Background: an optimization exercise with open tools, aiming at small area, a short achievable clock period and few clock cycles per item. Do not read the settings as production practice.
Only simulation tests tie the RTL to the original design; equivalence was not proved.
No activity file was given, so power comes from the tool's default toggle rates.

Design pipelined_alu, start of the top module:
module pipelined_alu (
  input  logic        clk,
  input  logic        rst,
  input  logic        in_valid,
  output logic        in_ready,
  input  logic [3:0]  op,
  input  logic [31:0] a,
  input  logic [31:0] b,
  output logic        out_valid,
  input  logic        out_ready,
  output logic [31:0] res,
  output logic [3:0]  flags,
  output logic [15:0] illegal_cnt
);
For scale: about 2300 cells after synthesis, roughly 260 flip-flops, about 130 I/O pins, ~24000 µm² of cells after synthesis.
Settings: LEC_CHECK=0, CAP_MARGIN=20, CORE_MARGIN=2, CORE_UTILIZATION=40, SETUP_SLACK_MARGIN=5, SLEW_MARGIN=20; clock period 9.0 ns.
standard.sh (not shown) runs the stock make flow with config.mk's settings and CLKGATE_MAP_FILE= SYNTH_SCRIPT=/design/flow/synth_recipe.tcl, a recipe that flattens the netlist after the stock synthesis.
==> flow/flow/run.sh <==
#!/bin/bash
set -euo pipefail
cd "$(dirname "$0")/.."
bash standard.sh synth > synth.log 2>&1
bash standard.sh "BUFFER_PORTS_ARGS=-buffer_cell sky130_fd_sc_hd__buf_2" finish > layout.log 2>&1
The baseline completed without violations.
Testbench counts at the start, summed over its fixed seeds: cycles 16,024, items 16,000.
==> next run, changes <==
Settings changed: CTS_CLUSTER_DIAMETER set to 80, CTS_CLUSTER_SIZE set to 25.
=>
- first-iteration DRC count rises by 15%
- non-clock buffer count rises by 1
- total power falls by 1.8%
- via count rises by 0.66%
- register-to-register slack gets worse by 0.03 ns
- hold slack gets worse by 0.0049 ns
- utilization falls by 0.23 points
- design area falls by 0.51%
- routed wire length is about the same
- die area stays the same

========
== run A ==
Another version of the RTL of pipelined_alu (not shown whole).
For scale: ~2500 cells after synthesis, ~260 flip-flops, ~130 I/O pins.
make LEC_CHECK=0 CAP_MARGIN=20 CORE_MARGIN=2 CORE_UTILIZATION=65 CTS_CLUSTER_DIAMETER=80 CTS_CLUSTER_SIZE=25 PLACE_DENSITY=0.75 SETUP_SLACK_MARGIN=5 SLEW_MARGIN=20 finish   # period 9.0 ns
run.sh (not shown) runs the stock make flow with config.mk's settings and CLKGATE_MAP_FILE= SYNTH_SCRIPT=/design/flow/synth_recipe.tcl, a recipe that flattens the netlist after the stock synthesis.
Stock flow here: none of the scripts above is used.
Testbench counts of run A, summed over its fixed seeds: cycles 16,024, items 16,000.
Edits applied to the flow inputs when going from run A to run B:
diff --git a/flow/config.mk b/flow/config.mk
--- a/flow/config.mk
+++ b/flow/config.mk
@@ -10,4 +10 @@
-export CORE_UTILIZATION = 65
-export CTS_CLUSTER_DIAMETER = 80
-export CTS_CLUSTER_SIZE = 25
-export PLACE_DENSITY = 0.75
+export CORE_UTILIZATION = 40
--- outcome ---
The via count of run B was superior to that of run A. For final worst setup slack, run A and run B come out practically identical. Diff run A -> run B: first-pass GRT wire length grew by 4.0 mm; time the worst path needs with I/O delays and setup now sits at about the same level; fmax was more or less identical.
Edits applied to the flow inputs when going from run B to run C:
diff --git a/flow/config.mk b/flow/config.mk
--- a/flow/config.mk
+++ b/flow/config.mk
@@ -10 +10,2 @@
-export CORE_UTILIZATION = 40
+export CORE_UTILIZATION = 65
+export PLACE_DENSITY = 0.75
==> results.txt <==
Timing, DRC, antenna: 0 failures across run B and run C. Run B → run C: fmax was more or less identical, number of gates resized after CTS went down by 5, core area went down by 24000 um^2. For part of the cycle the worst path needs, run B and run C come out practically identical. Clock skew (higher): run C. ~same clock power in run B and run C. Post-CTS setup buffer count, run B and run C: larger value in run B. In the flow results for run B and run C, the number of placed instances with taps included is larger on run B. In run C, the first-pass GRT wire length came out 3.6 mm below the value in run B. Of run B and run C, run C shows the higher ratio of total power to cell area, with run B below it. Lower pin count of the biggest net entering global routing goes to run B over run C.

========
the previous run:
pipelined_alu, a different RTL version from the one above (not shown whole).
For scale: roughly 130 I/O pins, about 24000 um2 of cells after synthesis.
==> flow/config.mk <==
export PLATFORM = sky130hd
export DESIGN_NAME = pipelined_alu
export DESIGN_NICKNAME = pipelined_alu
export VERILOG_FILES = /design/flow/design.v
export SDC_FILE = /design/flow/constraint.sdc
export NUM_CORES = 4
export LEC_CHECK = 0
export CAP_MARGIN = 20
export CORE_MARGIN = 2
export CORE_UTILIZATION = 40
export CTS_CLUSTER_DIAMETER = 80
export CTS_CLUSTER_SIZE = 25
export SETUP_SLACK_MARGIN = 5
export SLEW_MARGIN = 20
==> flow/constraint.sdc <==
create_clock -name core_clock -period 9.0 [get_ports {clk}]
set_input_delay 1.8000 -clock core_clock [delete_from_list [all_inputs] [get_ports {clk}]]
set_output_delay 1.8000 -clock core_clock [all_outputs]
set_load 0.01 [all_outputs]
Testbench counts of the previous run, summed over its fixed seeds: cycles 16,024, items 16,000.
Edits applied to the flow inputs when going from the previous run to the current run:
- CTS_CLUSTER_SIZE: 25 -> unset
- CTS_CLUSTER_DIAMETER: 80 -> unset
==> flow/flow/run.sh (new file) <==
#!/bin/bash
set -euo pipefail
cd "$(dirname "$0")/.."
bash standard.sh synth > synth.log 2>&1
bash standard.sh "BUFFER_PORTS_ARGS=-buffer_cell sky130_fd_sc_hd__buf_2" finish > layout.log 2>&1
==> flow/standard.sh (new file) <==
#!/bin/bash
# synth_recipe.tcl (not shown) runs the flow's synth.tcl, then flattens the netlist and writes it again
# the make line also repeats each setting of config.mk as NAME=value (left out here)
make -C /OpenROAD-flow-scripts/flow DESIGN_CONFIG=/design/flow/config.mk WORK_HOME=/design/flow/orfs CLKGATE_MAP_FILE= SYNTH_SCRIPT=/design/flow/synth_recipe.tcl "${@:-finish}"
removed: flow/run.sh
Notes after the runs:
The current run | stages: all done | timing, DRC, antenna: all pass
Share of final layout cell area taken by clock buffers and inverters, the previous run and the current run: lower on the previous run
Sort the previous run and the current run by share of cell area taken by multi-input logic gates, ascending, and the previous run comes first.
For the total via count after detailed routing, the current run came in 240 higher than the previous run did.
Compared with the previous run, the current run is hungrier on power.
Count of non-CTS buffers in the layout: the previous run and the current run compared, higher one is the previous run
Time the final worst path needs with I/O delays and setup of the current run is on par with the previous run.
~same share of cell area taken by muxes after synthesis in the previous run and the current run
Diff the previous run -> the current run: sequential fraction of design power went down by 0.3 points, average vias per placed instance went up by 0.85%, final setup slack of the worst path was more or less identical.

========
Another version of the RTL of pipelined_alu (not shown whole).
For scale: ~2300 cells after synthesis, about 260 flip-flops, ~130 I/O pins, ~23000 um^2 of cells after synthesis.
==> flow/config.mk <==
export PLATFORM = sky130hd
export DESIGN_NAME = pipelined_alu
export DESIGN_NICKNAME = pipelined_alu
export VERILOG_FILES = /design/flow/design.v
export SDC_FILE = /design/flow/constraint.sdc
export NUM_CORES = 4
export LEC_CHECK = 0
export CAP_MARGIN = 20
export CORE_MARGIN = 2
export CORE_UTILIZATION = 40
export CTS_CLUSTER_DIAMETER = 90
export CTS_CLUSTER_SIZE = 30
export SETUP_SLACK_MARGIN = 5
export SLEW_MARGIN = 20
==> flow/constraint.sdc <==
create_clock -name core_clock -period 9.0 [get_ports {clk}]
set_input_delay 1.8000 -clock core_clock [delete_from_list [all_inputs] [get_ports {clk}]]
set_output_delay 1.8000 -clock core_clock [all_outputs]
set_load 0.01 [all_outputs]
standard.sh (not shown) runs the stock make flow with config.mk's settings and CLKGATE_MAP_FILE= SYNTH_SCRIPT=/design/flow/synth_recipe.tcl, a recipe that flattens the netlist after the stock synthesis.
==> flow/flow/run.sh <==
#!/bin/bash
set -euo pipefail
cd "$(dirname "$0")/.."
bash standard.sh synth > synth.log 2>&1
bash standard.sh "BUFFER_PORTS_ARGS=-buffer_cell sky130_fd_sc_hd__buf_1" finish > layout.log 2>&1
The baseline passed the timing, DRC and antenna checks.
Testbench counts at the start, summed over its fixed seeds: cycles 16,024, items 16,000.
Then changed:
PLACE_DENSITY = 0.7   (was default)
Worst setup slack stays flat.
First-iteration DRC count stays flat.
Clock-buffer cell count shrinks by 1.
Via count grows by 2.1%.
Then changed:
==> flow/flow/run.sh (replaced) <==
#!/bin/bash
set -euo pipefail
cd "$(dirname "$0")/.."
bash standard.sh synth > synth.log 2>&1
bash standard.sh "BUFFER_PORTS_ARGS=-buffer_cell sky130_fd_sc_hd__buf_2" finish > layout.log 2>&1
CTS_CLUSTER_DIAMETER = 80   (was 90)
CTS_CLUSTER_SIZE = 25   (was 30)
PLACE_DENSITY = default   (was 0.7)
Result: Worst hold slack degrades by 0.0086 ns; fmax barely changes; clock-buffer cell count goes up by 2; via count fell by 1.8%; synthesized cell count is unchanged; final area increases by 0.69%; critical path depth does not change; power goes up by 1.6%; sequential share of layout area went down by 0.21 points; synthesized area does not change.

========
Starting RTL as in the previous note.
clock: 9.0 ns
lec_check: 0
cap_margin: 20
core_margin: 2
core_utilization: 40
cts_cluster_diameter: 90
cts_cluster_size: 30
setup_slack_margin: 4.97
slew_margin: 20
==> flow/flow/run.sh <==
#!/bin/bash
set -euo pipefail
cd "$(dirname "$0")/.."
bash standard.sh synth > synth.log 2>&1
bash standard.sh "BUFFER_PORTS_ARGS=-buffer_cell sky130_fd_sc_hd__buf_1" finish > layout.log 2>&1
Testbench counts at the start, summed over its fixed seeds: cycles 16,024, items 16,000.
Edit:
Settings changed: CTS_CLUSTER_DIAMETER 90 to 80, CTS_CLUSTER_SIZE 30 to 25, SETUP_SLACK_MARGIN 4.97 to 5.
=> Power came out higher by 2.3%; fmax is about the same; setup slack stays flat; count of clock-buffer cells in the layout came out higher by 5; hold slack gets worse by 0.027 ns; non-clock buffer count came out higher by 15; sequential power barely changes; via count came out higher by 0.62%.

-- afterwards: timing with drivers on the ports --
Ports are ideal in the flow. The routed layouts listed here were re-timed in OpenROAD. Step 1 sets driving cells, clkbuf_16 on the clock port and buf_2 on the other inputs (assumed; they add their load-dependent delay and slew). Step 2 moves the port delays by t, midway between the first and last clock arrival at a register: inputs arrive t later, outputs are due t later. That takes back most of the time a late clock gives input paths. Three values: ideal, step 1, step 2; two values: the first two.
run | shift t [ns] | setup slack, ns | worst setup path after step 2 | cell pins on the clock port's net
the first run of note 1 | 0.642 | 4.969 / 4.938 / 4.938 | input to output | 1
the second run of note 1 | 0.617 | 4.969 / 4.937 / 4.937 | input to output | 1
run A | 0.615 | 4.974 / 4.942 / 4.709 | input to register | 1
run B | 0.648 | 4.973 / 4.941 / 4.733 | input to register | 1
run C | 0.643 | 4.975 / 4.943 / 4.710 | input to register | 1
the previous run | 0.605 | 4.972 / 4.940 / 4.742 | input to register | 1
the current run | 0.643 | 4.974 / 4.942 / 4.838 | input to register | 1
the first run of note 4 | 0.593 | 4.971 / 4.939 / 4.926 | input to register | 1
the second run of note 4 | 0.598 | 4.973 / 4.943 / 4.917 | input to register | 1
the third run of note 4 | 0.603 | 4.968 / 4.930 / 4.930 | input to output | 1
the first run of note 5 | 0.588 | 4.973 / 4.947 / 4.947 | input to output | 1
the second run of note 5 | 0.609 | 4.972 / 4.940 / 4.940 | input to output | 1
After both steps setup and hold are still met in every run listed.
